Source: an optimization exercise on an open RTL-to-GDS flow (aim: small area, a short achievable clock period and few clock cycles). Production flows keep margins and buffers that such runs may drop.
The RTL was checked by simulation tests, not by an equivalence proof against the original design.
Power and IR drop assume default switching activity.

==> design/flow/design.v <==
package aesKeyPkg;
    localparam int wordWidth = 32;
    localparam int keyWidth = 128;
    localparam int addrWidth = 12;
    localparam int numRounds = 10;
    localparam int numWords = 44;
    typedef logic [3:0] roundIdxT;
    typedef logic [5:0] wordIdxT;
    localparam logic [8*numRounds-1:0] rconTable = {
        8'h01,
        8'h02,
        8'h04,
        8'h08,
        8'h10,
        8'h20,
        8'h40,
        8'h80,
        8'h1b,
        8'h36
    };
    typedef logic [keyWidth-1:0] roundKeyT;
    localparam logic [addrWidth-1:0] keyAddr0 = 12'h000;
    localparam logic [addrWidth-1:0] keyAddr1 = 12'h004;
    localparam logic [addrWidth-1:0] keyAddr2 = 12'h008;
    localparam logic [addrWidth-1:0] keyAddr3 = 12'h00c;
    localparam logic [addrWidth-1:0] ctrlAddr = 12'h010;
    localparam logic [addrWidth-1:0] statusAddr = 12'h014;
    localparam logic [addrWidth-1:0] roundKeyBase = 12'h100;
endpackage
`timescale 1ns/1ns
module aesSboxTop (input logic [7:0] in, output logic [21:0] mid);
    logic U0, U1, U2, U3, U4, U5, U6, U7;
    logic T1, T2, T3, T4, T5, T6, T7, T8, T9, T10, T11, T12, T13, T14, T15, T16, T17, T18, T19, T20, T21, T22, T23, T24, T25, T26, T27, M1, M2, M3, M4, M5, M6, M7, M8, M9, M10, M11, M12, M13, M14, M15, M16, M17, M18, M19, M20, M21, M22, M23;
    assign U0 = in[7];
    assign U1 = in[6];
    assign U2 = in[5];
    assign U3 = in[4];
    assign U4 = in[3];
    assign U5 = in[2];
    assign U6 = in[1];
    assign U7 = in[0];
    assign T1 = U0 ^ U3;
    assign T2 = U0 ^ U5;
    assign T3 = U0 ^ U6;
    assign T4 = U3 ^ U5;
    assign T5 = U4 ^ U6;
    assign T6 = T1 ^ T5;
    assign T7 = U1 ^ U2;
    assign T8 = U7 ^ T6;
    assign T9 = U7 ^ T7;
    assign T10 = T6 ^ T7;
    assign T11 = U1 ^ U5;
    assign T12 = U2 ^ U5;
    assign T13 = T3 ^ T4;
    assign T14 = T6 ^ T11;
    assign T15 = T5 ^ T11;
    assign T16 = T5 ^ T12;
    assign T17 = T9 ^ T16;
    assign T18 = U3 ^ U7;
    assign T19 = T7 ^ T18;
    assign T20 = T1 ^ T19;
    assign T21 = U6 ^ U7;
    assign T22 = T7 ^ T21;
    assign T23 = T2 ^ T22;
    assign T24 = T2 ^ T10;
    assign T25 = T20 ^ T17;
    assign T26 = T3 ^ T16;
    assign T27 = T1 ^ T12;
    assign M1 = T13 & T6;
    assign M2 = T23 & T8;
    assign M3 = T14 ^ M1;
    assign M4 = T19 & U7;
    assign M5 = M4 ^ M1;
    assign M6 = T3 & T16;
    assign M7 = T22 & T9;
    assign M8 = T26 ^ M6;
    assign M9 = T20 & T17;
    assign M10 = M9 ^ M6;
    assign M11 = T1 & T15;
    assign M12 = T4 & T27;
    assign M13 = M12 ^ M11;
    assign M14 = T2 & T10;
    assign M15 = M14 ^ M11;
    assign M16 = M3 ^ M2;
    assign M17 = M5 ^ T24;
    assign M18 = M8 ^ M7;
    assign M19 = M10 ^ M15;
    assign M20 = M16 ^ M13;
    assign M21 = M17 ^ M15;
    assign M22 = M18 ^ M13;
    assign M23 = M19 ^ T25;
    assign mid = {M20, M21, M22, M23, T1, T2, T3, T4, T6, T8, T9, T10, T13, T15, T16, T17, T19, T20, T22, T23, T27, U7};
endmodule
module aesSboxBot (input logic [21:0] mid, output logic [7:0] out);
    logic M20, M21, M22, M23, T1, T2, T3, T4, T6, T8, T9, T10, T13, T15, T16, T17, T19, T20, T22, T23, T27, U7;
    logic M24, M25, M26, M27, M28, M29, M30, M31, M32, M33, M34, M35, M36, M37, M38, M39, M40, M41, M42, M43, M44, M45, M46, M47, M48, M49, M50, M51, M52, M53, M54, M55, M56, M57, M58, M59, M60, M61, M62, M63, L0, L1, L2, L3, L4, L5, L6, L7, L8, L9, L10, L11, L12, L13, L14, L15, L16, L17, L18, L19, L20, L21, L22, L23, L24, L25, L26, L27, L28, L29;
    logic S0, S1, S2, S3, S4, S5, S6, S7;
    assign {M20, M21, M22, M23, T1, T2, T3, T4, T6, T8, T9, T10, T13, T15, T16, T17, T19, T20, T22, T23, T27, U7} = mid;
    assign M24 = M22 ^ M23;
    assign M25 = M22 & M20;
    assign M26 = M21 ^ M25;
    assign M27 = M20 ^ M21;
    assign M28 = M23 ^ M25;
    assign M29 = M28 & M27;
    assign M30 = M26 & M24;
    assign M31 = M20 & M23;
    assign M32 = M27 & M31;
    assign M33 = M27 ^ M25;
    assign M34 = M21 & M22;
    assign M35 = M24 & M34;
    assign M36 = M24 ^ M25;
    assign M37 = M21 ^ M29;
    assign M38 = M32 ^ M33;
    assign M39 = M23 ^ M30;
    assign M40 = M35 ^ M36;
    assign M41 = M38 ^ M40;
    assign M42 = M37 ^ M39;
    assign M43 = M37 ^ M38;
    assign M44 = M39 ^ M40;
    assign M45 = M42 ^ M41;
    assign M46 = M44 & T6;
    assign M47 = M40 & T8;
    assign M48 = M39 & U7;
    assign M49 = M43 & T16;
    assign M50 = M38 & T9;
    assign M51 = M37 & T17;
    assign M52 = M42 & T15;
    assign M53 = M45 & T27;
    assign M54 = M41 & T10;
    assign M55 = M44 & T13;
    assign M56 = M40 & T23;
    assign M57 = M39 & T19;
    assign M58 = M43 & T3;
    assign M59 = M38 & T22;
    assign M60 = M37 & T20;
    assign M61 = M42 & T1;
    assign M62 = M45 & T4;
    assign M63 = M41 & T2;
    assign L0 = M61 ^ M62;
    assign L1 = M50 ^ M56;
    assign L2 = M46 ^ M48;
    assign L3 = M47 ^ M55;
    assign L4 = M54 ^ M58;
    assign L5 = M49 ^ M61;
    assign L6 = M62 ^ L5;
    assign L7 = M46 ^ L3;
    assign L8 = M51 ^ M59;
    assign L9 = M52 ^ M53;
    assign L10 = M53 ^ L4;
    assign L11 = M60 ^ L2;
    assign L12 = M48 ^ M51;
    assign L13 = M50 ^ L0;
    assign L14 = M52 ^ M61;
    assign L15 = M55 ^ L1;
    assign L16 = M56 ^ L0;
    assign L17 = M57 ^ L1;
    assign L18 = M58 ^ L8;
    assign L19 = M63 ^ L4;
    assign L20 = L0 ^ L1;
    assign L21 = L1 ^ L7;
    assign L22 = L3 ^ L12;
    assign L23 = L18 ^ L2;
    assign L24 = L15 ^ L9;
    assign L25 = L6 ^ L10;
    assign L26 = L7 ^ L9;
    assign L27 = L8 ^ L10;
    assign L28 = L11 ^ L14;
    assign L29 = L11 ^ L17;
    assign S0 = L6 ^ L24;
    assign S1 = ~(L16 ^ L26);
    assign S2 = ~(L19 ^ L28);
    assign S3 = L6 ^ L21;
    assign S4 = L20 ^ L22;
    assign S5 = L25 ^ L29;
    assign S6 = ~(L13 ^ L27);
    assign S7 = ~(L6 ^ L23);
    assign out[7] = S0;
    assign out[6] = S1;
    assign out[5] = S2;
    assign out[4] = S3;
    assign out[3] = S4;
    assign out[2] = S5;
    assign out[1] = S6;
    assign out[0] = S7;
endmodule
`timescale 1ns/1ns
module roundKeyGen (
    input  logic [31:0] newW0,
    input  logic [31:0] w1,
    input  logic [31:0] w2,
    input  logic [31:0] w3,
    input  logic [31:0] tword,
    input  logic        down,
    output logic [31:0] n1,
    output logic [31:0] n2,
    output logic [31:0] n3
);
    assign n1 = w1 ^ newW0 ^ (down ? tword : 32'h0);
    assign n2 = w2 ^ (down ? w1 : n1);
    assign n3 = w3 ^ (down ? w2 : n2);
endmodule
`timescale 1ns/1ns
`timescale 1ns/1ns
`timescale 1ns/1ns
`timescale 1ns/1ns
module aesKeyExpansionApb (
    input  logic                 clk,
    input  logic                 reset,
    input  logic                 psel,
    input  logic                 penable,
    input  logic                 pwrite,
    input  logic [aesKeyPkg::addrWidth-1:0] paddr,
    input  logic [aesKeyPkg::wordWidth-1:0] pwdata,
    output logic [aesKeyPkg::wordWidth-1:0] prdata,
    output logic                 pready,
    output logic                 pslverr
);
    logic       setup;
    logic       isKey;
    logic       isCtrl;
    logic       isStatus;
    logic       isRk;
    logic       rkPage;
    logic       rkValid;
    logic       rkRead;
    logic       errIn;
    logic [3:0] tgtIn;
    assign setup = psel & ~penable;
    assign isKey = (paddr[11:4] == 8'h00) & (paddr[1:0] == 2'b00);
    assign isCtrl = (paddr == aesKeyPkg::ctrlAddr);
    assign isStatus = (paddr == aesKeyPkg::statusAddr);
    assign isRk = (paddr[11:8] != 4'h0);
    assign rkPage = (paddr[11:8] == 4'h1);
    assign tgtIn = paddr[7:4];
    assign rkValid = rkPage & (tgtIn <= 4'd10);
    assign rkRead = ~pwrite & rkValid;
    assign errIn = ~(isKey | isCtrl | isStatus | isRk) | (~pwrite & isRk & ~rkValid);
    logic [31:0] key0, key1, key2, key3;   
    logic [31:0] w0, w1, w2, w3;           
    logic [31:0] n1, n2, n3;
    logic [3:0]  cur;                      
    logic [3:0]  nbr;                      
    logic        down;                     
    logic        half;                     
    logic        done;
    logic [2:0]  tcnt;                     
    logic [31:0] tword;
    logic        readyReg;
    logic        errReg;
    logic [3:0]  keyWr;                    
    logic        startPend;                
    logic [31:0] rdata;                    
    logic       tval;
    logic       waiting;
    logic       wantDown;
    logic       stepSetup;
    logic       stepWait;
    logic       flip;
    logic       stepA;
    logic       newDown;
    assign tval = (tcnt == 3'd6);
    assign waiting = ~readyReg;
    assign wantDown = (tgtIn < cur);
    assign stepSetup = setup & ~pwrite & rkPage & (paddr[3:2] == 2'd0) & (tgtIn == nbr) & tval;
    assign stepWait = waiting & ~half & tval & (wantDown == down);
    assign flip = waiting & ~half & (wantDown != down);
    assign stepA = stepSetup | stepWait;
    assign newDown = (nbr == 4'd10) ? 1'b1 : (nbr == 4'd0) ? 1'b0 : down;
    always_ff @(posedge clk) begin
        if (reset) begin
            cur <= 4'd0;
            nbr <= 4'd1;
            down <= 1'b0;
            half <= 1'b0;
            done <= 1'b0;
            readyReg <= 1'b1;
            tcnt <= 3'd0;
            keyWr <= 4'd0;
            startPend <= 1'b0;
        end else begin
            if (startPend) begin
                cur <= 4'd0;
                nbr <= 4'd1;
                down <= 1'b0;
                half <= 1'b0;
                done <= 1'b1;
            end else if (half) begin
                half <= 1'b0;
                cur <= nbr;
                down <= newDown;
                nbr <= newDown ? nbr - 4'd1 : nbr + 4'd1;
            end else if (stepA) begin
                half <= 1'b1;
            end else if (flip) begin
                down <= ~down;
                nbr <= down ? cur + 4'd1 : cur - 4'd1;
            end
            if (startPend | half | flip) begin
                tcnt <= 3'd0;
            end else if (~tval) begin
                tcnt <= tcnt + 3'd1;
            end
            if (setup) begin
                readyReg <= ~rkRead | (tgtIn == cur) | stepSetup;
            end else if (waiting) begin
                readyReg <= ~half & (cur == tgtIn);
            end
            keyWr <= '0;
            startPend <= 1'b0;
            if (setup & pwrite & isKey) begin
                keyWr[paddr[3:2]] <= 1'b1;
            end
            if (setup & pwrite & isCtrl & pwdata[0]) begin
                startPend <= 1'b1;
            end
        end
    end
    always_ff @(posedge clk) begin
        if (setup) begin
            errReg <= errIn;
        end
    end
    always_ff @(posedge clk) begin
        if (keyWr[0]) key0 <= pwdata;
        if (keyWr[1]) key1 <= pwdata;
        if (keyWr[2]) key2 <= pwdata;
        if (keyWr[3]) key3 <= pwdata;
    end
    roundKeyGen keyGen (
        .newW0 (w0),
        .w1    (w1),
        .w2    (w2),
        .w3    (w3),
        .tword (tword),
        .down  (down),
        .n1    (n1),
        .n2    (n2),
        .n3    (n3)
    );
    logic        ld;
    logic        st0;
    logic        hold0;
    logic        st;
    logic        hold;
    assign ld = startPend;
    assign st0 = ~startPend & stepA;
    assign hold0 = ~startPend & ~stepA;
    assign st = ~startPend & half;
    assign hold = ~startPend & ~half;
    always_ff @(posedge clk) begin
        w0 <= ({32{hold0}} & w0) | ({32{ld}} & key0) | ({32{st0}} & w0Step);
        w1 <= ({32{hold}} & w1) | ({32{ld}} & key1) | ({32{st}} & n1);
        w2 <= ({32{hold}} & w2) | ({32{ld}} & key2) | ({32{st}} & n2);
        w3 <= ({32{hold}} & w3) | ({32{ld}} & key3) | ({32{st}} & n3);
    end
    logic [7:0]  sboxIn;
    logic [7:0]  sboxInReg;
    logic [21:0] sboxMid;
    logic [21:0] sboxMidReg;
    logic [7:0]  sboxOut;
    logic [3:0]  rconIdx;
    logic [7:0]  rcon;
    logic [7:0]  byte3;
    logic [7:0]  byte2;
    always_comb begin
        case (tcnt[1:0])
            2'd0: begin byte3 = w3[23:16]; byte2 = w2[23:16]; end
            2'd1: begin byte3 = w3[15:8]; byte2 = w2[15:8]; end
            2'd2: begin byte3 = w3[7:0]; byte2 = w2[7:0]; end
            default: begin byte3 = w3[31:24]; byte2 = w2[31:24]; end
        endcase
    end
    assign sboxIn = byte3 ^ (byte2 & {8{down}});
    always_ff @(posedge clk) begin
        sboxInReg <= sboxIn;
    end
    aesSboxTop sboxTop (
        .in  (sboxInReg),
        .mid (sboxMid)
    );
    always_ff @(posedge clk) begin
        sboxMidReg <= sboxMid;
    end
    aesSboxBot sboxBot (
        .mid (sboxMidReg),
        .out (sboxOut)
    );
    assign rconIdx = down ? cur : nbr;
    always_comb begin
        case (rconIdx)
            4'd1: rcon = 8'h01;
            4'd2: rcon = 8'h02;
            4'd3: rcon = 8'h04;
            4'd4: rcon = 8'h08;
            4'd5: rcon = 8'h10;
            4'd6: rcon = 8'h20;
            4'd7: rcon = 8'h40;
            4'd8: rcon = 8'h80;
            4'd9: rcon = 8'h1b;
            4'd10: rcon = 8'h36;
            default: rcon = 8'h00;
        endcase
    end
    always_ff @(posedge clk) begin
        case (tcnt)
            3'd2: tword[31:24] <= sboxOut ^ rcon;
            3'd3: tword[23:16] <= sboxOut;
            3'd4: tword[15:8] <= sboxOut;
            3'd5: tword[7:0] <= sboxOut;
            default: ;
        endcase
    end
    logic        same;
    logic [3:0]  wordIs;
    logic [31:0] w0Step;
    logic [31:0] rdataNext;
    assign same = (tgtIn == cur);
    assign wordIs = 4'b0001 << paddr[3:2];
    assign w0Step = w0 ^ tword;
    always_comb begin
        rdataNext = {30'h0, ~paddr[8] & paddr[4] & paddr[2] & done, 1'b0};
        if (paddr[8]) begin
            rdataNext = rdataNext | ({32{wordIs[0] & same}} & w0) |
                        ({32{wordIs[0] & ~same}} & w0Step) |
                        ({32{wordIs[1]}} & w1) | ({32{wordIs[2]}} & w2) |
                        ({32{wordIs[3]}} & w3);
        end else if (~paddr[4]) begin
            rdataNext = rdataNext | ({32{wordIs[0]}} & key0) | ({32{wordIs[1]}} & key1) |
                        ({32{wordIs[2]}} & key2) | ({32{wordIs[3]}} & key3);
        end
    end
    always_ff @(posedge clk) begin
        rdata <= rdataNext;
    end
    assign prdata = rdata;
    assign pready = readyReg;
    assign pslverr = errReg;
endmodule
==> design/flow/run.sh <==
#!/bin/bash
# synth_recipe.tcl (not shown) runs the flow's synth.tcl, then flattens the netlist and writes it again
# the make line also repeats each setting of config.mk as NAME=value (left out here)
make -C /OpenROAD-flow-scripts/flow DESIGN_CONFIG=/design/flow/config.mk WORK_HOME=/design/flow/orfs CLKGATE_MAP_FILE= SYNTH_SCRIPT=/design/flow/synth_recipe.tcl finish
==> design/flow/config.mk <==
export PLATFORM = sky130hd
export DESIGN_NAME = aesKeyExpansionApb
export DESIGN_NICKNAME = aesKeyExpansionApb
export VERILOG_FILES = /design/flow/design.v
export SDC_FILE = /design/flow/constraint.sdc
export NUM_CORES = 4
export LEC_CHECK = 0
export ABC_AREA = 1
export CAP_MARGIN = 20
export CORE_MARGIN = 2
export CORE_UTILIZATION = 40
export CTS_BUF_LIST = sky130_fd_sc_hd__clkbuf_8
export CTS_CLUSTER_DIAMETER = 60
export CTS_CLUSTER_SIZE = 16
export SETUP_SLACK_MARGIN = 5.0
export SLEW_MARGIN = 20
==> design/flow/constraint.sdc <==
create_clock -name core_clock -period 8.0 [get_ports {clk}]
set_input_delay 1.6000 -clock core_clock [delete_from_list [all_inputs] [get_ports {clk}]]
set_output_delay 1.6000 -clock core_clock [all_outputs]
set_load 0.01 [all_outputs]
==> results.sh, run 1 <==
export IMPL_outcome="timing/DRC/antenna clean"
export IMPL_post_synth_and_or_nand_nor_area_fraction_pct=13.4
export IMPL_area_overhead_of_the_layout_relative_to_synthesis_pct=12.8
export IMPL_timing_critical_path_from_type="flop"
export IMPL_timing_final_crit_share_pct=37.1
export IMPL_die_area_um2=48100
export IMPL_post_synth_mux_area_share_pct=0
export IMPL_reg2regPathDepth=7
export IMPL_ys_seq_area_share_pct=48.8
export IMPL_cts_clk_slew_worst_paths_ns=0.10
export IMPL_cpLargestDelayFamily="flip-flops"
export IMPL_cpMaxStageDelayCell="sky130_fd_sc_hd__dfxtp_1"
export IMPL_grt_total_usage_pct=25.0
export IMPL_finalSetupTns_ns=0
export IMPL_hold_buffers=0
export IMPL_number_of_global_route_vias_before_repair=15400
export IMPL_layout_cells_non_filler=2792
export IMPL_dominantRegCellSynth="sky130_fd_sc_hd__dfxtp_1"
export IMPL_cp_cell_sequence="dlygate4sd2_1"
export IMPL_fraction_of_layout_instances_using_a_drive_strength_above_1_pct=6.76
export IMPL_launching_point_of_the_worst_reg2reg_path="startPend"
export IMPL_maxSlewHeadroom_pct=36.6
export IMPL_final_net_count=2234
export IMPL_synth_compound_gate_area_share_pct=18.0
export IMPL_maximum_number_of_pins_on_one_net_before_global_route_repair=96
export IMPL_number_of_antenna_violations_at_the_first_check_in_global_routing=3
export IMPL_start_util_pct=40.7
export IMPL_cts_tree="built"
export IMPL_ir_drop_uv=259
export IMPL_netlist_top_cell_by_area="sky130_fd_sc_hd__edfxtp_1"
export IMPL_worstReg2RegEnd="w0[10]"
export IMPL_final_antenna_net_count=0
export IMPL_cap_viol_max_count=0
export IMPL_route_vias_total=15800
export IMPL_cts_inserted_buffers=31
export IMPL_worst_stage_delay_on_the_critical_path_ns=0.40
export IMPL_synth_enable_flop_cells=161
export IMPL_setup_viol=0
export IMPL_post_synth_cell_area_avg_um2=8.76
export IMPL_synth_net_count=2184
export IMPL_routabilityCongestion=0.892
export IMPL_post_synth_num_cell_types=43
export IMPL_timing_hold_worst_start="key0[19]"
export IMPL_post_drt_wl_per_cell_um=21.7
export IMPL_placed_cells_incl_taps=2720
export IMPL_die_h_um=219
export IMPL_endpoint_kind="output pin"
export IMPL_report_final_hold_viol_count=0
export IMPL_io_pin_count=83
export IMPL_clock_fmax_ghz=0.337
export IMPL_grt_first_pass_wirelength_um=91100
export IMPL_critical_path_startpoint="rdata[19]"
export IMPL_static_leakage_power_nw=8.53
export IMPL_cts_root_buffer_cell="sky130_fd_sc_hd__clkbuf_8"
export IMPL_drt_vias_per_instance=5.66
export IMPL_netlist_area_leader_share_pct=26.1
export IMPL_async_flop_share_pct=0
export IMPL_clkSinkCount=371
export IMPL_min_delay_path_depth=2
export IMPL_grt_overflow_total=0
export IMPL_worst_setup_path_type="reg -> out"
export IMPL_cts_max_level=1
export IMPL_synth_warning_count=1
export IMPL_synth_most_common_cell="sky130_fd_sc_hd__nand2_1"
export IMPL_min_to="w0[19]"
export IMPL_floorplan_die_width_um=219
export IMPL_place_port_buffers=82
export IMPL_fp_row_count=78
export IMPL_finalCriticalPeriod_ns=2.97
export IMPL_skew_ns=0.0255
export IMPL_clk_insertion_delay_late_ns=0.67
export IMPL_dr_pass1_iters=6
export IMPL_synthAdderAreaFrac_pct=1.43
export IMPL_worst_path_buf_inv=1
export IMPL_slew_of_the_pin_with_the_lowest_slew_margin_ns=0.951
export IMPL_final_count_of_pins_violating_max_slew=0
export IMPL_cts_root_to_sink_buffers=3
export IMPL_yosys_area_share_xor_xnor_pct=10.4
export IMPL_min_delay_path_class="reg -> reg"
export IMPL_reg2reg_setup_slack_ns=5.15
export IMPL_p_per_area_nw_per_um2=263
export IMPL_netlist_area_pre_place_um2=18500
export IMPL_total_wirelength_of_the_detailed_routed_design_um=60500
export IMPL_remaining_drc_errors=0
export IMPL_post_synth_main_area_contributors="sky130_fd_sc_hd__edfxtp_1 26%, sky130_fd_sc_hd__dfxtp_1 23%, sky130_fd_sc_hd__xnor2_1 7.0%"
export IMPL_critPathRequiredTime_ns=6.40
export IMPL_ys_seq_elements=371
export IMPL_cp_max_fo=1
export IMPL_grt_setup_unrepaired="yes"
export IMPL_largest_family_of_logic_cells_by_synthesized_area="compound AO/OA/AOI/OAI gates"
export IMPL_number_of_design_rule_violations_left_by_the_first_detailed_router_iteration=1512
export IMPL_timing_critical_path_arrival_ns=1.37
export IMPL_syn_inst=2115
export IMPL_detailed_place_hpwl_um=38400
export IMPL_area_of_the_placeable_core_um2=45600
export IMPL_most_frequent_cells_after_synthesis="313 x sky130_fd_sc_hd__nand2_1, 287 x sky130_fd_sc_hd__inv_1, 210 x sky130_fd_sc_hd__dfxtp_1, 191 x sky130_fd_sc_hd__o21ai_0, 161 x sky130_fd_sc_hd__edfxtp_1"
cell usage in the layout (no fill, tap or decap), types with 48 or more instances in the layout:
master,synthesis,routed
sky130_fd_sc_hd__nand3_1,66,66
sky130_fd_sc_hd__o221ai_1,49,48
sky130_fd_sc_hd__a21oi_1,64,64
sky130_fd_sc_hd__dfxtp_1,210,198
sky130_fd_sc_hd__inv_1,287,293
sky130_fd_sc_hd__nor2_1,147,143
sky130_fd_sc_hd__nand2_1,313,307
sky130_fd_sc_hd__xor2_1,65,65
sky130_fd_sc_hd__edfxtp_1,161,161
sky130_fd_sc_hd__o22ai_1,80,80
sky130_fd_sc_hd__xnor2_1,148,148
sky130_fd_sc_hd__o21ai_0,191,190
sky130_fd_sc_hd__a22oi_1,88,88
through the flow:
step | setup WS, ns | cell area, µm² | total power [W] | util [%] | hold WS [ns]
2_1_floorplan | 5.01 | 18600 | 0.00365 | - | 0.398
3_3_place_gp | 3.09 | 19900 | 0.00433 | 43.8 | 0.474
3_5_place_dp | 2.80 | 19900 | 0.00435 | 43.8 | 0.479
4_1_cts | 5.00 | 20800 | 0.00549 | 45.7 | 0.501
5_1_grt | 4.98 | 20900 | 0.00583 | 45.8 | 0.531
6_report | 5.03 | 20900 | 0.00549 | 45.9 | 0.505
power breakdown:
part / internal [W] / switching [W]
Clock: 0.000457 / 0.000681
Sequential: 0.00222 / 0.000126
Combinational: 0.000588 / 0.00142
Total: 0.00327 / 0.00222
cell type report:
| class | instances | area, µm² |
|---|---|---|
| Fill cell | 4365 | 24700 |
| Multi-Input combinational cell | 1359 | 8220 |
| Clock inverter | 21 | 150 |
| Timing Repair inverter | 1 | 5.00 |
| Sequential cell | 371 | 9060 |
| Tap cell | 600 | 751 |
| Antenna cell | 3 | 7.51 |
| Inverter | 292 | 1130 |
| Timing Repair Buffer | 109 | 1080 |
| Clock buffer | 36 | 495 |
how the worst max path moves through the flow:
stage | endpoint | slack [ns] | cells after the start
6_report | prdata[19] | 5.03 | 1
5_1_grt | down | 4.98 | 12
4_1_cts | pslverr | 5.00 | 1
3_5_place_dp | rdata[17] | 2.80 | 8
3_3_place_gp | rdata[23] | 3.09 | 8
2_1_floorplan | down | 5.01 | 11
what timing repair did:
action,CTS,global route
pin swaps,3,2
setup endpoints to repair,199,104
setup buffers,4,4
cloned,3,1
gates resized for setup,95,14
flip-flops by register name, indices dropped and copies added (netlist names):
signal,flops
startPend,1
w2,32
w0,32
key0,32
w1,32
keyWr,4
done,1
key1,32
half,1
sboxMidReg,22
w3,32
nbr,4
readyReg,1
sboxInReg,8
tcnt,3
key2,32
errReg,1
key3,32
cur,4
down,1
tword,32
rdata,32
logic make-up after synthesis:
group	Yosys count
DFF	371
buffers and inverters	387
AOI/OAI and AO/OA	528
adders and majority gates	20
xor gates and xnor gates	217
and+or+nand+nor	592
metal layers:
metal  part of all wire (%)  wire, µm  track usage (%)
met1                     42     25200             33.2
met2                     44     26900             39.6
met3                    9.0      5450             4.41
met4                    4.9      2990             11.8
met5                      0         0                0
Testbench counts, summed over its fixed seeds: cycles 18,048.
==> run 2: changes to the inputs <==
==> design/flow/flow/run.sh (new file) <==
#!/bin/bash
# Layout flow: the standard ORFS flow (standard.sh, with the standard
# synthesis unchanged and the settings of config.mk), except that the port
# buffers every input and output gets are the plain buffer named in
# flow/port_buffer.txt. The full make output goes to flow_make.log here.
set -euo pipefail
BUF=$(cat flow/port_buffer.txt)
bash standard.sh "BUFFER_PORTS_ARGS=-buffer_cell $BUF" finish > flow_make.log 2>&1
==> design/flow/flow/port_buffer.txt (new file) <==
sky130_fd_sc_hd__buf_1
==> design/flow/standard.sh (new file) <==
#!/bin/bash
# synth_recipe.tcl (not shown) runs the flow's synth.tcl, then flattens the netlist and writes it again
# the make line also repeats each setting of config.mk as NAME=value (left out here)
make -C /OpenROAD-flow-scripts/flow DESIGN_CONFIG=/design/flow/config.mk WORK_HOME=/design/flow/orfs CLKGATE_MAP_FILE= SYNTH_SCRIPT=/design/flow/synth_recipe.tcl "${@:-finish}"
--- a/design/flow/config.mk
+++ b/design/flow/config.mk
@@ -5,7 +5,6 @@
 export SDC_FILE = /design/flow/constraint.sdc
 export NUM_CORES = 4
 export LEC_CHECK = 0
-export ABC_AREA = 1
 export CAP_MARGIN = 20
 export CORE_MARGIN = 2
 export CORE_UTILIZATION = 40
removed: design/flow/run.sh
==> run 2 against run 1 <==
Against the previous run: clock power up 6%; critical endpoint is now rdata[22]; hold slack worse by 0.015 ns; still clean on timing, DRC and antenna; worst setup slack worse by 0.0013 ns; total power down 38%; sequential share of layout area down 1.2 points.
==> results.sh, run 2 <==
export IMPL_outcome="timing/DRC/antenna clean"
export IMPL_skew_ns=0.0442
export IMPL_clock_fmax_ghz=0.337
export IMPL_most_frequent_cells_after_synthesis="350 x sky130_fd_sc_hd__nand2_1, 267 x sky130_fd_sc_hd__xnor2_1, 210 x sky130_fd_sc_hd__dfxtp_1, 161 x sky130_fd_sc_hd__edfxtp_1, 107 x sky130_fd_sc_hd__clkbuf_1"
export IMPL_ys_seq_elements=371
export IMPL_num_fill_cells=4428
export IMPL_number_of_global_route_vias_before_repair=13000
export IMPL_post_synth_num_cell_types=66
export IMPL_place_port_buffers=82
export IMPL_postLayoutSetupSlackWorst_ns=5.03
export IMPL_timing_critical_path_arrival_ns=3.47
export IMPL_number_of_design_rule_violations_left_by_the_first_detailed_router_iteration=1097
export IMPL_static_leakage_power_nw=7.41
export IMPL_grt_util_met2_pct=33.3
export IMPL_syn_inst=1804
export IMPL_cp_max_fo=16
export IMPL_grt_util_met3_pct=2.66
export IMPL_dr_pass1_iters=9
export IMPL_ir_drop_uv=87.5
export IMPL_worst_setup_path_type="in -> reg"
export IMPL_post_place_ws_ns=3.90
export IMPL_layout_cell_area_non_filler_um2=21500
export IMPL_hold_buffers=0
export IMPL_clkSinkCount=371
export IMPL_layout_commonest_cell="sky130_fd_sc_hd__nand2_1"
export IMPL_async_flop_share_pct=0
export IMPL_floorplan_die_width_um=225
export IMPL_diodes=0
export IMPL_netlist_area_pre_place_um2=19500
export IMPL_maxSlewHeadroom_pct=33.1
export IMPL_final_count_of_pins_violating_max_slew=0
export IMPL_setup_viol=0
export IMPL_grt_met1_usage_pct=29.3
export IMPL_finalCriticalPeriod_ns=2.97
export IMPL_dominantRegCellSynth="sky130_fd_sc_hd__dfxtp_1"
export IMPL_cts_root_buffer_cell="sky130_fd_sc_hd__clkbuf_8"
export IMPL_synth_warning_count=1
export IMPL_cts_inserted_buffers=34
export IMPL_area_taken_by_multi_input_logic_gates_um2=10100
export IMPL_endpoint_kind="flop"
export IMPL_final_net_count=1879
export IMPL_number_of_antenna_violations_at_the_first_check_in_global_routing=1
export IMPL_final_antenna_net_count=0
export IMPL_timing_critical_path_from_type="primary input"
export IMPL_route_vias_total=13500
export IMPL_most_common_layout_cells="291 x sky130_fd_sc_hd__nand2_1, 266 x sky130_fd_sc_hd__xnor2_1, 203 x sky130_fd_sc_hd__dfxtp_1"
export IMPL_detailed_place_hpwl_um=33500
export IMPL_finalCoreUtilization_pct=44.8
export IMPL_total_wirelength_of_the_detailed_routed_design_um=53100
export IMPL_seq_area_um2=9050
export IMPL_gr_max_usage_layer="met2"
export IMPL_cts_root_to_sink_buffers=3
export IMPL_die_h_um=225
export IMPL_post_synth_cell_area_avg_um2=10.8
export IMPL_cts_clk_slew_worst_paths_ns=0.11
export IMPL_clk_insertion_delay_late_ns=0.63
export IMPL_p_per_area_nw_per_um2=158
export IMPL_drt_vias_per_instance=5.52
export IMPL_fp_row_count=80
export IMPL_critPathRequiredTime_ns=8.50
export IMPL_io_pin_count=83
export IMPL_post_synth_main_area_contributors="sky130_fd_sc_hd__edfxtp_1 25%, sky130_fd_sc_hd__dfxtp_1 22%, sky130_fd_sc_hd__xnor2_1 12%"
export IMPL_post_drt_wl_per_cell_um=21.7
export IMPL_ys_seq_area_share_pct=46.3
export IMPL_netlist_top_cell_by_area="sky130_fd_sc_hd__edfxtp_1"
export IMPL_slew_of_the_pin_with_the_lowest_slew_margin_ns=1.00
export IMPL_cap_viol_max_count=0
export IMPL_postPlaceCellArea_um2=20400
export IMPL_area_overhead_of_the_layout_relative_to_synthesis_pct=10.1
export IMPL_finalSetupTns_ns=0
export IMPL_maximum_number_of_pins_on_one_net_before_global_route_repair=82
export IMPL_start_util_pct=40.7
export IMPL_report_final_hold_viol_count=0
export IMPL_die_area_um2=50500
export IMPL_grt_setup_unrepaired="no"
export IMPL_synth_net_count=1873
export IMPL_synth_most_common_cell="sky130_fd_sc_hd__nand2_1"
export IMPL_cts_tree="built"
export IMPL_fraction_of_layout_instances_using_a_drive_strength_above_1_pct=19.6
export IMPL_timing_final_crit_share_pct=37.1
export IMPL_synth_enable_flop_cells=161
export IMPL_min_delay_path_class="reg -> reg"
export IMPL_grt_total_usage_pct=20.7
export IMPL_area_of_the_placeable_core_um2=47900
export IMPL_netlist_area_leader_share_pct=24.8
export IMPL_grt_first_pass_wirelength_um=79400
export IMPL_remaining_drc_errors=0
export IMPL_cts_max_level=2
export IMPL_routabilityCongestion=0.863
export IMPL_grt_overflow_total=0
run 2: path summary, 6_finish.rpt:
path / startpoint / endpoint / slack (ns) / cells past startpoint
setup / recovery: paddr[4] / rdata[22] / 5.03 / 10
setup reg to reg: sboxMidReg[21] / tword[26] / 5.14 / 8
hold reg to reg: key0[25] / w0[25] / 0.49 / 2
hold / removal: key0[25] / w0[25] / 0.49 / 2
run 2: area by class of cell:
cell class,instances,area share [%]
multi-input cells,1262,47.2
repair buffers,115,3.40
clock buffers,38,2.44
flip-flops and latches,371,42.1
inverters,26,0.478
clock inverters,23,0.792
well taps,615,3.58
run 2: logic make-up after synthesis:
| logic type | after synthesis | synth area share (%) |
|---|---|---|
| buffers and inverters | 171 | 3.45 |
| XOR/XNOR | 363 | 16.7 |
| multiplexers | 180 | 14.0 |
| AO/OA/AOI/OAI | 223 | 7.94 |
| AND/OR/NAND/NOR | 476 | 10.2 |
| flip-flops | 371 | 46.3 |
| adder cells (fa/ha/maj) | 20 | 1.36 |
run 2: worst max-delay path, cell delays in order:
cell and delay [ns]:
sky130_fd_sc_hd__clkbuf_4 0.19, sky130_fd_sc_hd__inv_6 0.05, sky130_fd_sc_hd__ha_4 0.20, sky130_fd_sc_hd__nand4_1 0.14
sky130_fd_sc_hd__buf_4 0.16, sky130_fd_sc_hd__buf_8 0.23, sky130_fd_sc_hd__nand2_2 0.07, sky130_fd_sc_hd__xnor2_1 0.13
sky130_fd_sc_hd__mux4_2 0.45, sky130_fd_sc_hd__a22o_1 0.22
run 2: layer usage:
metal / up-vias / wire, µm
met5: - / 16
met4: 2 / 1260
met3: 81 / 3110
met2: 414 / 24500
met1: 6739 / 24300
li1: 6281 / -
run 2: per-stage QoR:
stage / hold WS, ns / std cells / power (W)
global placement: 0.461 / 2380 / 0.00222
detailed placement: 0.475 / 2381 / 0.00223
global route: 0.513 / 2450 / 0.00352
CTS: 0.497 / 2443 / 0.00342
finish: 0.490 / 2450 / 0.00340
floorplan: 0.431 / 1804 / 0.00216
run 2: power breakdown:
| group | switching [W] | internal, W |
|---|---|---|
| clock network | 0.000713 | 0.000492 |
| logic | 0.000109 | 0.0000743 |
| registers | 0.0000182 | 0.00199 |
| total | 0.000841 | 0.00256 |
run 2: timing repair:
item / in CTS / in global routing
gates cloned: 1 / 4
hold endpoints to repair: 0 / 0
pin swaps: 2 / 11
buffers inserted: 0 / 3
resized for setup: 26 / 28
endpoints found under the setup margin: 80 / 53
==> run 3: changes to the inputs <==
--- a/design/flow/config.mk
+++ b/design/flow/config.mk
@@ -5,11 +5,12 @@
 export SDC_FILE = /design/flow/constraint.sdc
 export NUM_CORES = 4
 export LEC_CHECK = 0
+export ABC_AREA = 1
 export CAP_MARGIN = 20
 export CORE_MARGIN = 2
 export CORE_UTILIZATION = 40
 export CTS_BUF_LIST = sky130_fd_sc_hd__clkbuf_8
 export CTS_CLUSTER_DIAMETER = 60
 export CTS_CLUSTER_SIZE = 16
-export SETUP_SLACK_MARGIN = 5.0
+export SETUP_SLACK_MARGIN = 4.7
 export SLEW_MARGIN = 20
==> run 3 against run 2 <==
Against the previous run: still clean on timing, DRC and antenna; via count increased by 17%; register-to-register slack got worse by 0.32 ns; clock skew decreased by 0.0052 ns; worst setup slack got worse by 0.55 ns; die area decreased by 4.9%; global-route usage increased by 3.8 points; first-iteration DRC count increased by 41%; combinational power increased to 11 times the previous value; sequential power increased by 16%; final area decreased by 5.7%; flip-flop and latch count unchanged; cell count increased by 14%; critical endpoint is now rdata[14]; largest power group unchanged.
==> results.sh, run 3 <==
export IMPL_postLayoutSetupSlackWorst_ns=4.48
export IMPL_clkSinkCount=371
export IMPL_launching_point_of_the_worst_reg2reg_path="startPend"
export IMPL_post_place_ws_ns=3.49
export IMPL_grt_total_usage_pct=24.5
export IMPL_netlist_area_leader_share_pct=26.1
export IMPL_cts_root_buffer_cell="sky130_fd_sc_hd__clkbuf_8"
export IMPL_synth_most_common_cell="sky130_fd_sc_hd__nand2_1"
export IMPL_cts_tree="built"
export IMPL_static_leakage_power_nw=8.16
export IMPL_post_synth_main_area_contributors="sky130_fd_sc_hd__edfxtp_1 26%, sky130_fd_sc_hd__dfxtp_1 23%, sky130_fd_sc_hd__xnor2_1 7.0%"
export IMPL_die_area_um2=48100
export IMPL_synth_net_count=2184
export IMPL_area_of_the_placeable_core_um2=45600
export IMPL_finalSetupTns_ns=0
export IMPL_syn_inst=2115
export IMPL_final_count_of_pins_violating_max_slew=0
export IMPL_cap_viol_max_count=0
export IMPL_most_common_layout_cells="311 x sky130_fd_sc_hd__nand2_1, 291 x sky130_fd_sc_hd__inv_1, 204 x sky130_fd_sc_hd__dfxtp_1"
export IMPL_number_of_global_route_vias_before_repair=15100
export IMPL_finalCriticalPeriod_ns=3.52
export IMPL_maximum_number_of_pins_on_one_net_before_global_route_repair=77
export IMPL_skew_ns=0.0389
export IMPL_ys_seq_area_share_pct=48.8
export IMPL_fraction_of_layout_instances_using_a_drive_strength_above_1_pct=5.71
export IMPL_io_pin_count=83
export IMPL_timing_critical_path_from_type="primary input"
export IMPL_fp_row_count=78
export IMPL_worst_setup_path_type="in -> reg"
export IMPL_layout_commonest_cell="sky130_fd_sc_hd__nand2_1"
export IMPL_slew_of_the_pin_with_the_lowest_slew_margin_ns=1.03
export IMPL_cts_clk_slew_worst_paths_ns=0.11
export IMPL_most_frequent_cells_after_synthesis="313 x sky130_fd_sc_hd__nand2_1, 287 x sky130_fd_sc_hd__inv_1, 210 x sky130_fd_sc_hd__dfxtp_1, 191 x sky130_fd_sc_hd__o21ai_0, 161 x sky130_fd_sc_hd__edfxtp_1"
export IMPL_grt_first_pass_wirelength_um=88900
export IMPL_synth_warning_count=1
export IMPL_ir_drop_uv=232
export IMPL_routabilityCongestion=0.880
export IMPL_floorplan_die_width_um=219
export IMPL_cts_max_level=2
export IMPL_report_final_hold_viol_count=0
export IMPL_cp_max_fo=43
export IMPL_clock_fmax_ghz=0.284
export IMPL_endpoint_kind="flop"
export IMPL_critPathRequiredTime_ns=8.45
export IMPL_remaining_drc_errors=0
export IMPL_ys_seq_elements=371
export IMPL_area_overhead_of_the_layout_relative_to_synthesis_pct=9.25
export IMPL_post_drt_wl_per_cell_um=21.2
export IMPL_netlist_top_cell_by_area="sky130_fd_sc_hd__edfxtp_1"
export IMPL_postPlaceCellArea_um2=19400
export IMPL_number_of_design_rule_violations_left_by_the_first_detailed_router_iteration=1552
export IMPL_route_vias_total=15700
export IMPL_maxSlewHeadroom_pct=31.5
export IMPL_p_per_area_nw_per_um2=276
export IMPL_layout_cell_area_non_filler_um2=20200
export IMPL_hold_buffers=0
export IMPL_post_synth_num_cell_types=43
export IMPL_netlist_area_pre_place_um2=18500
export IMPL_setup_viol=0
export IMPL_grt_overflow_total=0
export IMPL_cts_inserted_buffers=34
export IMPL_dominantRegCellSynth="sky130_fd_sc_hd__dfxtp_1"
export IMPL_number_of_antenna_violations_at_the_first_check_in_global_routing=2
export IMPL_async_flop_share_pct=0
export IMPL_timing_final_crit_share_pct=44.0
export IMPL_place_port_buffers=82
export IMPL_dr_pass1_iters=5
export IMPL_die_h_um=219
export IMPL_critical_path_startpoint="paddr[2]"
export IMPL_drt_vias_per_instance=5.64
export IMPL_detailed_place_hpwl_um=38300
export IMPL_grt_setup_unrepaired="yes"
export IMPL_hold_ws_ns=0.484
export IMPL_synth_enable_flop_cells=161
export IMPL_start_util_pct=40.7
export IMPL_outcome="timing/DRC/antenna clean"
export IMPL_post_synth_cell_area_avg_um2=8.76
export IMPL_total_wirelength_of_the_detailed_routed_design_um=59100
export IMPL_min_delay_path_class="reg -> reg"
export IMPL_timing_critical_path_arrival_ns=3.97
export IMPL_final_net_count=2231
export IMPL_timing_hold_worst_start="done"
export IMPL_cts_root_to_sink_buffers=3
export IMPL_final_antenna_net_count=0
export IMPL_clk_insertion_delay_late_ns=0.62
## run 3: cell count changes after synthesis, moves of 37 or more
| cell | previous run | this run |
|---|---|---|
| sky130_fd_sc_hd__xnor2_1 | 267 | 148 |
| sky130_fd_sc_hd__o22ai_1 | 11 | 80 |
| sky130_fd_sc_hd__o21ai_0 | 54 | 191 |
| sky130_fd_sc_hd__nand3_1 | 15 | 66 |
| sky130_fd_sc_hd__mux4_2 | 64 | 0 |
| sky130_fd_sc_hd__nand2_1 | 350 | 313 |
| sky130_fd_sc_hd__o221ai_1 | 2 | 49 |
| sky130_fd_sc_hd__a22oi_1 | 7 | 88 |
| sky130_fd_sc_hd__mux2_2 | 105 | 0 |
| sky130_fd_sc_hd__inv_1 | 26 | 287 |
| sky130_fd_sc_hd__nor2_1 | 38 | 147 |
## run 3: area by class of cell
class                   count  area [µm²]
repair buffers            106         514
well taps                 600         751
multi-input cells        1357        8060
fillers                  4450       25300
diodes                      2        5.00
inverters                 292        1100
flip-flops and latches    371        9050
clock inverters            22         216
clock buffers              40         551
## run 3: power by group
part           internal, W  switching [W]
clock             0.000575       0.000714
combinational     0.000558        0.00139
sequential         0.00222       0.000121
## run 3: final timing paths
check        depth (start not counted)  slack [ns]         to
min reg2reg                          2        0.48       done
max reg2reg                          8        4.82     w0[27]
max                                  8        4.48  rdata[14]
min                                  2        0.48       done
## run 3: timing repair
item | 4_1_cts | 5_1_grt
pin swaps | 0 | 0
gates resized for setup | 6 | 7
endpoints found under the hold margin | 0 | 0
setup buffers | 0 | 2
setup endpoints to repair | 133 | 109
## run 3: cells by family (layout without fill, tap and decap cells)
logic type | after synthesis | count (layout) | synth area share, %
AOI/OAI and AO/OA | 528 | 528 | 18.0
xor gates and xnor gates | 217 | 217 | 10.4
adders and majority gates | 20 | 20 | 1.43
buffers and inverters | 387 | 460 | 7.89
DFF | 371 | 371 | 48.8
other | 0 | 2 | 0
and+or+nand+nor | 592 | 592 | 13.4
## run 3: layer usage
metal  track usage [%]  vias to the layer above  part of all wire, %
li1                  -                     7319                    -
met1              32.9                     7528                   42
met2              38.4                      757                   45
met3              4.81                      145                  9.0
met4              10.8                        0                  4.2
met5                 0                        -                    0
## run 3: worst max-delay path, cell delays in order
cell and delay (ns):
sky130_fd_sc_hd__buf_1 0.18, sky130_fd_sc_hd__inv_1 0.10, sky130_fd_sc_hd__nor2_2 0.58, sky130_fd_sc_hd__inv_2 0.37, sky130_fd_sc_hd__buf_4 0.44, sky130_fd_sc_hd__nor2_1 0.19
sky130_fd_sc_hd__nor4_1 0.07, sky130_fd_sc_hd__o22ai_1 0.42
## run 3: through the flow
stage	std cells	total power, W	utilization [%]
3_3_place_gp	2723	0.00425	42.6
6_report	2790	0.00558	44.4
4_1_cts	2786	0.00557	44.3
5_1_grt	2789	0.00590	44.4
2_1_floorplan	2115	0.00365	-
3_5_place_dp	2724	0.00428	42.6
==> run 4: changes to the inputs <==
--- a/design/flow/config.mk
+++ b/design/flow/config.mk
@@ -8,9 +8,10 @@
 export ABC_AREA = 1
 export CAP_MARGIN = 20
 export CORE_MARGIN = 2
-export CORE_UTILIZATION = 40
+export CORE_UTILIZATION = 55
 export CTS_BUF_LIST = sky130_fd_sc_hd__clkbuf_8
 export CTS_CLUSTER_DIAMETER = 60
 export CTS_CLUSTER_SIZE = 16
-export SETUP_SLACK_MARGIN = 4.7
+export PLACE_DENSITY = 0.66
+export SETUP_SLACK_MARGIN = 5.0
 export SLEW_MARGIN = 20
==> run 4 against run 3 <==
Against the previous run: still clean; final area shrank 0.91%; non-clock buffer count shrank 2; via count is essentially flat; area after synthesis is the same; combinational power shrank 4%; sequential power is essentially flat; register-to-register slack gained 0.36 ns; critical endpoint is now rdata[1].
==> results.sh, run 4 <==
export IMPL_netlist_area_pre_place_um2=18500
export IMPL_outcome="timing/DRC/antenna clean"
export IMPL_netlist_area_leader_share_pct=26.1
export IMPL_timing_critical_path_from_type="primary input"
export IMPL_io_pin_count=83
export IMPL_syn_inst=2115
export IMPL_area_taken_by_multi_input_logic_gates_um2=8110
export IMPL_maxSlewHeadroom_pct=21.1
export IMPL_seq_area_um2=9050
export IMPL_ir_drop_uv=210
export IMPL_clock_power_share_pct=21.7
export IMPL_clkSinkCount=371
export IMPL_grt_setup_unrepaired="no"
export IMPL_detailed_place_hpwl_um=36000
export IMPL_min_delay_path_class="reg -> reg"
export IMPL_maximum_number_of_pins_on_one_net_before_global_route_repair=89
export IMPL_min_delay_path_depth=0
export IMPL_finalCoreUtilization_pct=60.1
export IMPL_worst_setup_path_type="in -> reg"
export IMPL_finalSetupTns_ns=0
export IMPL_path_depth=8
export IMPL_fraction_of_layout_instances_using_a_drive_strength_above_1_pct=5.63
export IMPL_start_util_pct=55.5
export IMPL_number_of_antenna_violations_at_the_first_check_in_global_routing=2
export IMPL_fp_row_count=67
export IMPL_gr_max_usage_layer="met2"
export IMPL_number_of_design_rule_violations_left_by_the_first_detailed_router_iteration=1715
export IMPL_worst_path_buf_inv=4
export IMPL_place_port_buffers=82
export IMPL_grt_overflow_total=0
export IMPL_most_common_layout_cells="310 x sky130_fd_sc_hd__nand2_1, 294 x sky130_fd_sc_hd__inv_1, 204 x sky130_fd_sc_hd__dfxtp_1"
export IMPL_cts_clk_slew_worst_paths_ns=0.10
export IMPL_cap_viol_max_count=0
export IMPL_async_flop_share_pct=0
export IMPL_post_synth_cell_area_avg_um2=8.76
export IMPL_post_synth_main_area_contributors="sky130_fd_sc_hd__edfxtp_1 26%, sky130_fd_sc_hd__dfxtp_1 23%, sky130_fd_sc_hd__xnor2_1 7.0%"
export IMPL_seq_power_share_pct=43.5
export IMPL_post_drt_wl_per_cell_um=21.6
export IMPL_area_overhead_of_the_layout_relative_to_synthesis_pct=8.25
export IMPL_skew_ns=0.0604
export IMPL_report_final_hold_viol_count=0
export IMPL_final_count_of_pins_violating_max_slew=0
export IMPL_most_frequent_cells_after_synthesis="313 x sky130_fd_sc_hd__nand2_1, 287 x sky130_fd_sc_hd__inv_1, 210 x sky130_fd_sc_hd__dfxtp_1, 191 x sky130_fd_sc_hd__o21ai_0, 161 x sky130_fd_sc_hd__edfxtp_1"
export IMPL_reg2regPathDepth=7
export IMPL_combinationalPowerShare_pct=34.8
export IMPL_clk_insertion_delay_late_ns=0.67
export IMPL_cp_max_fo=39
export IMPL_finalCriticalPeriod_ns=2.91
export IMPL_dr_pass1_iters=5
export IMPL_ys_seq_area_share_pct=48.8
export IMPL_route_vias_total=15700
export IMPL_p_int_w=0.00328
export IMPL_final_antenna_net_count=0
export IMPL_netlist_top_cell_by_area="sky130_fd_sc_hd__edfxtp_1"
export IMPL_synth_net_count=2184
export IMPL_clock_fmax_ghz=0.344
export IMPL_final_net_count=2227
export IMPL_setup_viol=0
export IMPL_cts_root_to_sink_buffers=3
export IMPL_post_synth_num_cell_types=43
export IMPL_p_per_area_nw_per_um2=269
export IMPL_cts_tree="built"
export IMPL_dominantRegCellSynth="sky130_fd_sc_hd__dfxtp_1"
export IMPL_routabilityCongestion=0.920
export IMPL_power_share_switching_pct=39.2
export IMPL_timing_final_crit_share_pct=36.4
export IMPL_total_wirelength_of_the_detailed_routed_design_um=56900
export IMPL_die_h_um=188
export IMPL_synth_warning_count=1
export IMPL_grt_util_met2_pct=49.3
export IMPL_hold_buffers=0
export IMPL_static_leakage_power_nw=8.14
export IMPL_power_switching_w=0.00212
export IMPL_number_of_global_route_vias_before_repair=14800
export IMPL_grt_met1_usage_pct=43.4
export IMPL_slew_of_the_pin_with_the_lowest_slew_margin_ns=1.18
export IMPL_drt_vias_per_instance=5.98
export IMPL_cpLargestDelayFamily="buffers and inverters"
export IMPL_die_area_um2=35200
export IMPL_ys_seq_elements=371
export IMPL_synth_enable_flop_cells=161
export IMPL_layout_commonest_cell="sky130_fd_sc_hd__nand2_1"
export IMPL_endpoint_kind="flop"
export IMPL_area_of_the_placeable_core_um2=33400
export IMPL_floorplan_die_width_um=188
export IMPL_reg2reg_setup_slack_ns=5.18
export IMPL_cts_inserted_buffers=31
export IMPL_grt_util_met3_pct=5.47
export IMPL_cts_max_level=1
export IMPL_timing_critical_path_arrival_ns=3.44
export IMPL_critPathRequiredTime_ns=8.53
export IMPL_cts_root_buffer_cell="sky130_fd_sc_hd__clkbuf_8"
export IMPL_synth_most_common_cell="sky130_fd_sc_hd__nand2_1"
export IMPL_num_fill_cells=2994
export IMPL_cpMaxStageDelayCell="sky130_fd_sc_hd__buf_8"
export IMPL_hold_ws_ns=0.500
export IMPL_grt_total_usage_pct=31.7
export IMPL_worst_stage_delay_on_the_critical_path_ns=0.38
export IMPL_remaining_drc_errors=0
export IMPL_cp_cell_sequence="buf_1 -> nor2_1 -> buf_4 -> inv_4 -> buf_8 -> o22ai_1 -> o41ai_1 -> nand3_1"
export IMPL_grt_first_pass_wirelength_um=86100
run 4: changes by cell type in the layout (fill, tap and decap cells not counted), sizes merged:
cell	before	now
diode	2	1
buf	104	101
clkinvlp	3	4
clkbuf	42	36
inv	297	305
clkinv	11	6
run 4: power groups by stage:
stage,clock network (W),registers [W],logic (W)
3_3_place_gp,0,0.00239,0.00179
2_1_floorplan,0,0.00235,0.00130
4_1_cts,0.00118,0.00234,0.00186
3_5_place_dp,0,0.00239,0.00183
5_1_grt,0.00126,0.00236,0.00208
6_report,0.00117,0.00235,0.00188
run 4: worst paths after layout:
| kind | start | end |
|---|---|---|
| setup / recovery | paddr[3] | rdata[1] |
| hold / removal | sboxInReg[0] | sboxMidReg[0] |
| setup reg to reg | half | w3[19] |
| hold reg to reg | sboxInReg[0] | sboxMidReg[0] |
run 4: worst register-to-register path, stage by stage, from the launching register on:
cell and delay [ns]:
sky130_fd_sc_hd__dfxtp_1 0.74, sky130_fd_sc_hd__inv_1 0.35, sky130_fd_sc_hd__nor2_4 0.40, sky130_fd_sc_hd__clkinv_4 0.37
sky130_fd_sc_hd__buf_4 0.44, sky130_fd_sc_hd__a21oi_1 0.25, sky130_fd_sc_hd__o21ai_0 0.11, sky130_fd_sc_hd__o221ai_1 0.10
run 4: cells by family after synthesis:
kind of cell    synth area share (%)
compound gates                  18.0
simple gates                    13.4
xor+xnor                        10.4
buf+inv                         7.89
fa+ha+maj                       1.43
flops                           48.8
run 4: area by class of cell:
| class | instances | area share, % |
|---|---|---|
| inverter | 292 | 5.61 |
| sequential | 371 | 45.1 |
| timing repair buffer | 104 | 2.66 |
| tap | 448 | 2.79 |
| clock buffer | 33 | 2.26 |
| timing repair inverter | 1 | 0.0250 |
| antenna | 1 | 0.0125 |
| multi-input combinational | 1357 | 40.4 |
| clock inverter | 25 | 1.06 |
run 4: layer usage:
layer  wire (µm)  share of wire [%]
met1       23200                 41
met2       25300                 44
met3        5650                9.9
met4        2710                4.8
met5           0                  0
run 4: per-stage QoR:
step                instances  worst slack [ns]  instance area [µm²]  power (W)
detailed placement       2570              3.33                19300    0.00421
CTS                      2631              5.01                20000    0.00538
global route             2631              5.01                20100    0.00570
floorplan                2115              5.01                18600    0.00365
finish                   2632              5.09                20100    0.00540
global placement         2569              3.46                19200    0.00418
run 4: what timing repair did:
| item | CTS | global route |
|---|---|---|
| hold endpoints to repair | 0 | 0 |
| endpoints found under the setup margin | 136 | 70 |
| gates cloned | 1 | 0 |
| setup buffers | 2 | 0 |
| gates resized for setup | 16 | 16 |
| pin swaps | 0 | 0 |
==> run 5: changes to the inputs <==
--- a/design/flow/config.mk
+++ b/design/flow/config.mk
@@ -15,3 +15,4 @@
 export PLACE_DENSITY = 0.66
 export SETUP_SLACK_MARGIN = 5.0
 export SLEW_MARGIN = 20
+export TNS_END_PERCENT = 10
==> run 5 against run 4 <==
Against the previous run: cell count hardly changed; non-clock buffer count up 1; via count shrank 0.53%; sequential power about the same; sequential share of layout area about the same; critical path type unchanged; largest cell class unchanged.
==> results.sh, run 5 <==
export IMPL_min_to="sboxMidReg[0]"
export IMPL_maxSlewHeadroom_pct=21.1
export IMPL_reg2regPathDepth=7
export IMPL_synth_warning_count=1
export IMPL_cts_root_buffer_cell="sky130_fd_sc_hd__clkbuf_8"
export IMPL_post_synth_main_area_contributors="sky130_fd_sc_hd__edfxtp_1 26%, sky130_fd_sc_hd__dfxtp_1 23%, sky130_fd_sc_hd__xnor2_1 7.0%"
export IMPL_routabilityCongestion=0.913
export IMPL_ys_seq_area_share_pct=48.8
export IMPL_p_int_w=0.00335
export IMPL_netlist_area_pre_place_um2=18500
export IMPL_die_h_um=188
export IMPL_timing_critical_path_arrival_ns=3.53
export IMPL_drt_vias_per_instance=5.96
export IMPL_power_switching_w=0.00215
export IMPL_post_drt_wl_per_cell_um=21.6
export IMPL_cap_viol_max_count=0
export IMPL_place_port_buffers=82
export IMPL_detailed_place_hpwl_um=36100
export IMPL_most_common_layout_cells="310 x sky130_fd_sc_hd__nand2_1, 294 x sky130_fd_sc_hd__inv_1, 204 x sky130_fd_sc_hd__dfxtp_1"
export IMPL_route_vias_total=15700
export IMPL_maximum_number_of_pins_on_one_net_before_global_route_repair=92
export IMPL_p_per_area_nw_per_um2=274
export IMPL_netlist_area_leader_share_pct=26.1
export IMPL_setup_viol=0
export IMPL_number_of_antenna_violations_at_the_first_check_in_global_routing=0
export IMPL_grt_overflow_total=0
export IMPL_syn_inst=2115
export IMPL_worst_setup_path_type="in -> reg"
export IMPL_reg2reg_setup_slack_ns=5.15
export IMPL_critPathRequiredTime_ns=8.51
export IMPL_dr_pass1_iters=6
export IMPL_skew_ns=0.0219
export IMPL_ir_drop_uv=186
export IMPL_slew_of_the_pin_with_the_lowest_slew_margin_ns=1.18
export IMPL_fp_row_count=67
export IMPL_critical_path_startpoint="paddr[2]"
export IMPL_number_of_design_rule_violations_left_by_the_first_detailed_router_iteration=1661
export IMPL_combinationalPowerShare_pct=35.0
export IMPL_cp_max_fo=39
export IMPL_worstReg2RegEnd="w3[19]"
export IMPL_number_of_global_route_vias_before_repair=15100
export IMPL_power_share_switching_pct=39.1
export IMPL_clock_fmax_ghz=0.332
export IMPL_cts_tree="built"
export IMPL_finalCoreUtilization_pct=60.1
export IMPL_floorplan_die_width_um=188
export IMPL_grt_setup_unrepaired="yes"
export IMPL_layout_commonest_cell="sky130_fd_sc_hd__nand2_1"
export IMPL_outcome="timing/DRC/antenna clean"
export IMPL_netlist_top_cell_by_area="sky130_fd_sc_hd__edfxtp_1"
export IMPL_timing_final_crit_share_pct=37.7
export IMPL_synth_net_count=2184
export IMPL_grt_first_pass_wirelength_um=86600
export IMPL_async_flop_share_pct=0
export IMPL_area_overhead_of_the_layout_relative_to_synthesis_pct=8.20
export IMPL_die_area_um2=35200
export IMPL_cts_clk_slew_worst_paths_ns=0.09
export IMPL_dominantRegCellSynth="sky130_fd_sc_hd__dfxtp_1"
export IMPL_total_wirelength_of_the_detailed_routed_design_um=56800
export IMPL_grt_total_usage_pct=31.8
export IMPL_min_delay_path_depth=0
export IMPL_endpoint_kind="flop"
export IMPL_min_delay_path_class="reg -> reg"
export IMPL_post_synth_num_cell_types=43
export IMPL_io_pin_count=83
export IMPL_synth_enable_flop_cells=161
export IMPL_remaining_drc_errors=0
export IMPL_area_of_the_placeable_core_um2=33400
export IMPL_ys_seq_elements=371
export IMPL_clkSinkCount=371
export IMPL_seq_power_share_pct=42.6
export IMPL_final_net_count=2228
export IMPL_layout_cells_non_filler=2630
export IMPL_clock_power_share_pct=22.4
export IMPL_launching_point_of_the_worst_reg2reg_path="half"
export IMPL_synth_most_common_cell="sky130_fd_sc_hd__nand2_1"
export IMPL_start_util_pct=55.5
export IMPL_static_leakage_power_nw=8.15
export IMPL_clk_insertion_delay_late_ns=0.66
export IMPL_final_count_of_pins_violating_max_slew=0
export IMPL_num_fill_cells=3010
export IMPL_placed_cells_incl_taps=2572
export IMPL_report_final_hold_viol_count=0
export IMPL_final_antenna_net_count=0
export IMPL_fraction_of_layout_instances_using_a_drive_strength_above_1_pct=5.50
export IMPL_cts_root_to_sink_buffers=3
export IMPL_finalCriticalPeriod_ns=3.02
export IMPL_cts_inserted_buffers=31
export IMPL_most_frequent_cells_after_synthesis="313 x sky130_fd_sc_hd__nand2_1, 287 x sky130_fd_sc_hd__inv_1, 210 x sky130_fd_sc_hd__dfxtp_1, 191 x sky130_fd_sc_hd__o21ai_0, 161 x sky130_fd_sc_hd__edfxtp_1"
export IMPL_cts_max_level=1
export IMPL_diodes=0
export IMPL_timing_hold_worst_start="sboxInReg[0]"
export IMPL_timing_critical_path_from_type="primary input"
export IMPL_post_synth_cell_area_avg_um2=8.76
export IMPL_finalSetupTns_ns=0
-- run 5: cell counts after synthesis --
Identical to the previous run, type by type.
-- run 5: layout make-up --
class                   instances  area, µm²  area share [%]
clock buffers                  31        427            2.13
clock inverters                25        283            1.41
inverters                     292       1110            5.55
multi-input cells            1358       8100            40.4
flip-flops and latches        371       9050            45.2
well taps                     448        561            2.80
repair buffers                105        514            2.56
-- run 5: how the worst max path moves through the flow --
stage / endpoint / slack [ns] / cells after the start
after floorplan: w0[22] / 4.99 / 11
final: rdata[27] / 4.98 / 9
after CTS: w0[2] / 4.76 / 14
after global placement: rdata[21] / 4.04 / 8
after global routing: rdata[14] / 4.93 / 10
after detailed placement: rdata[14] / 3.99 / 10
-- run 5: cells by family after synthesis --
| group | synth area share, % |
|---|---|
| DFF | 48.8 |
| and+or+nand+nor | 13.4 |
| adders and majority gates | 1.43 |
| xor gates and xnor gates | 10.4 |
| buffers and inverters | 7.89 |
| AOI/OAI and AO/OA | 18.0 |
-- run 5: power groups by stage --
stage | logic [W] | registers (W) | clock network [W]
floorplan | 0.00130 | 0.00235 | 0
detailed placement | 0.00186 | 0.00238 | 0
global route | 0.00211 | 0.00236 | 0.00132
CTS | 0.00188 | 0.00234 | 0.00125
finish | 0.00192 | 0.00234 | 0.00123
global placement | 0.00184 | 0.00238 | 0
-- run 5: worst max-delay path, stage by stage --
cell and delay [ns]:
sky130_fd_sc_hd__buf_1 0.21, sky130_fd_sc_hd__nand2_1 0.13, sky130_fd_sc_hd__buf_4 0.32, sky130_fd_sc_hd__clkinv_2 0.25, sky130_fd_sc_hd__buf_4 0.37, sky130_fd_sc_hd__nand2_1 0.13
sky130_fd_sc_hd__o221ai_1 0.11, sky130_fd_sc_hd__o31ai_1 0.22, sky130_fd_sc_hd__o21ai_0 0.14
-- run 5: layer usage --
| layer | vias to the layer above | wire [µm] | global-route usage, % |
|---|---|---|---|
| li1 | 7305 | - | - |
| met1 | 7432 | 23900 | 43.8 |
| met2 | 762 | 25000 | 49.9 |
| met3 | 165 | 4940 | 4.85 |
| met4 | 0 | 2860 | 14.1 |
| met5 | - | 0 | 0 |
-- run 5: repair_timing --
action / 4_1_cts / 5_1_grt
pin swaps: 1 / 0
resized for setup: 7 / 13
setup buffers: 1 / 0
gates cloned: 1 / 0
endpoints found under the setup margin: 136 / 92
hold buffers: 0 / 0
-- run 5: per-stage QoR --
stage	hold WS [ns]	total power, W	worst slack (ns)	cell area [µm²]
after floorplan	0.398	0.00365	4.99	18600
after global placement	0.414	0.00422	4.04	19300
after detailed placement	0.416	0.00424	3.99	19300
after CTS	0.429	0.00547	4.76	20000
after global routing	0.451	0.00579	4.93	20000
final	0.425	0.00550	4.98	20000
==> run 6: changes to the inputs <==
--- a/design/flow/config.mk
+++ b/design/flow/config.mk
@@ -8,11 +8,9 @@
 export ABC_AREA = 1
 export CAP_MARGIN = 20
 export CORE_MARGIN = 2
-export CORE_UTILIZATION = 55
+export CORE_UTILIZATION = 40
 export CTS_BUF_LIST = sky130_fd_sc_hd__clkbuf_8
 export CTS_CLUSTER_DIAMETER = 60
 export CTS_CLUSTER_SIZE = 16
-export PLACE_DENSITY = 0.66
 export SETUP_SLACK_MARGIN = 5.0
 export SLEW_MARGIN = 20
-export TNS_END_PERCENT = 10
==> run 6 against run 5 <==
Against the previous run: die area increased by 37%; total power up 1.0%; largest power group unchanged; sequential share of layout area decreased by 0.71 points; area after synthesis stayed put; flip-flop and latch count is the same; still clean; synthesized cell count unchanged; critical path type unchanged; critical path depth grew 3; combinational power is 4% higher.
==> results.sh, run 6 <==
export IMPL_outcome="timing/DRC/antenna clean"
export IMPL_cpLargestDelayFamily="simple AND/OR/NAND/NOR gates"
export IMPL_dominantRegCellSynth="sky130_fd_sc_hd__dfxtp_1"
export IMPL_highest_layer="met4"
export IMPL_post_synth_main_area_contributors="sky130_fd_sc_hd__edfxtp_1 26%, sky130_fd_sc_hd__dfxtp_1 23%, sky130_fd_sc_hd__xnor2_1 7.0%"
export IMPL_total_wirelength_of_the_detailed_routed_design_um=60600
export IMPL_critPathRequiredTime_ns=8.49
export IMPL_route_vias_total=15800
export IMPL_number_of_design_rule_violations_left_by_the_first_detailed_router_iteration=1578
export IMPL_maxSlewHeadroom_pct=22.2
export IMPL_postLayoutSetupSlackWorst_ns=5.05
export IMPL_layout_commonest_cell="sky130_fd_sc_hd__nand2_1"
export IMPL_cp_max_fo=32
export IMPL_static_leakage_power_nw=8.20
export IMPL_async_flop_share_pct=0
export IMPL_routed_wl_met2_um=27500
export IMPL_clock_fmax_ghz=0.339
export IMPL_most_common_layout_cells="309 x sky130_fd_sc_hd__nand2_1, 296 x sky130_fd_sc_hd__inv_1, 203 x sky130_fd_sc_hd__dfxtp_1"
export IMPL_io_pin_count=83
export IMPL_slew_of_the_pin_with_the_lowest_slew_margin_ns=1.17
export IMPL_start_util_pct=40.7
export IMPL_timing_final_crit_share_pct=36.9
export IMPL_most_frequent_cells_after_synthesis="313 x sky130_fd_sc_hd__nand2_1, 287 x sky130_fd_sc_hd__inv_1, 210 x sky130_fd_sc_hd__dfxtp_1, 191 x sky130_fd_sc_hd__o21ai_0, 161 x sky130_fd_sc_hd__edfxtp_1"
export IMPL_fp_row_count=78
export IMPL_place_port_buffers=82
export IMPL_post_drt_wl_per_cell_um=21.7
export IMPL_grt_first_pass_wirelength_um=90900
export IMPL_ys_seq_elements=371
export IMPL_final_antenna_net_count=0
export IMPL_post_place_ws_ns=3.78
export IMPL_post_synth_cell_area_avg_um2=8.76
export IMPL_timing_critical_path_from_type="primary input"
export IMPL_combinationalPowerShare_pct=35.9
export IMPL_synth_warning_count=1
export IMPL_endpoint_kind="flop"
export IMPL_area_overhead_of_the_layout_relative_to_synthesis_pct=9.89
export IMPL_worst_setup_path_type="in -> reg"
export IMPL_finalCoreUtilization_pct=44.7
export IMPL_ir_drop_uv=273
export IMPL_final_count_of_pins_violating_max_slew=0
export IMPL_cts_inserted_buffers=34
export IMPL_ys_seq_area_share_pct=48.8
export IMPL_met3_wirelength_um=5580
export IMPL_floorplan_die_width_um=219
export IMPL_final_net_count=2235
export IMPL_worst_stage_delay_on_the_critical_path_ns=0.26
export IMPL_post_synth_num_cell_types=43
export IMPL_maximum_number_of_pins_on_one_net_before_global_route_repair=90
export IMPL_die_area_um2=48100
## run 6: cell types whose count changed in the layout (fill, tap and decap cells not counted), sizes merged
cell and change:
buf +1, bufinv -5, clkbuf +10, clkinv -2, clkinvlp +1, diode +1
inv +6, nor2 -1
## run 6: worst paths after layout
| path | end | depth (start not counted) |
|---|---|---|
| min reg2reg | w1[2] | 2 |
| max | w0[7] | 12 |
| min | w1[2] | 2 |
| max reg2reg | half | 4 |
## run 6: worst reg2reg max path: stages, from the launching register on
cell	delay (ns)
sky130_fd_sc_hd__dfxtp_4	0.55
sky130_fd_sc_hd__nor2_4	0.40
sky130_fd_sc_hd__buf_4	0.97
sky130_fd_sc_hd__inv_1	0.42
sky130_fd_sc_hd__nor3_1	0.31
## run 6: logic make-up (layout without fill, tap and decap cells)
kind of cell | after synthesis | in the layout | synth area share [%]
flops | 371 | 371 | 48.8
xor+xnor | 217 | 217 | 10.4
other cells | 0 | 1 | 0
buf+inv | 387 | 464 | 7.89
compound gates | 528 | 528 | 18.0
fa+ha+maj | 20 | 20 | 1.43
simple gates | 592 | 592 | 13.4
## run 6: cell type report
cell class	count	area, µm²	share of cell area [%]
multi-input combinational	1357	8160	40.1
timing repair inverter	2	17.5	0.0860
tap	600	751	3.69
sequential	371	9050	44.4
clock inverter	23	171	0.842
inverter	292	1130	5.53
clock buffer	39	537	2.64
antenna	1	2.50	0.0123
timing repair buffer	108	548	2.69
## run 6: stage by stage
stage,total power (W),cell area (µm²),instances
global placement,0.00430,19400,2723
detailed placement,0.00434,19400,2723
global route,0.00588,20400,2792
floorplan,0.00365,18600,2115
CTS,0.00555,20200,2786
finish,0.00556,20400,2793
## run 6: layer usage
metal / global-route usage (%) / vias to the layer above
met5: 0 / -
met4: 9.68 / 0
met3: 5.06 / 145
met2: 40.2 / 743
met1: 33.1 / 7611
li1: - / 7334
## run 6: power by group through the flow
stage               Clock [W]  Sequential [W]  Combinational [W]
floorplan                   0         0.00235            0.00130
global placement            0         0.00238            0.00192
detailed placement          0         0.00238            0.00196
CTS                   0.00124         0.00234            0.00197
global route          0.00131         0.00236            0.00221
finish                0.00122         0.00234            0.00200
## run 6: repair_timing
item                                    4_1_cts  5_1_grt
hold endpoints to repair                      0        0
pin swaps                                     1        2
setup buffers                                 1        4
endpoints found under the setup margin       71       72
gates resized for setup                      16       26
cloned                                        0        2

Check on run 6: ideal ports give 5.049 ns setup slack; a clkbuf_16 on the clock port and buf_2 on the inputs give 5.038 ns; moving port delays by the midpoint clock arrival (0.670 ns) as well gives 4.367 ns.
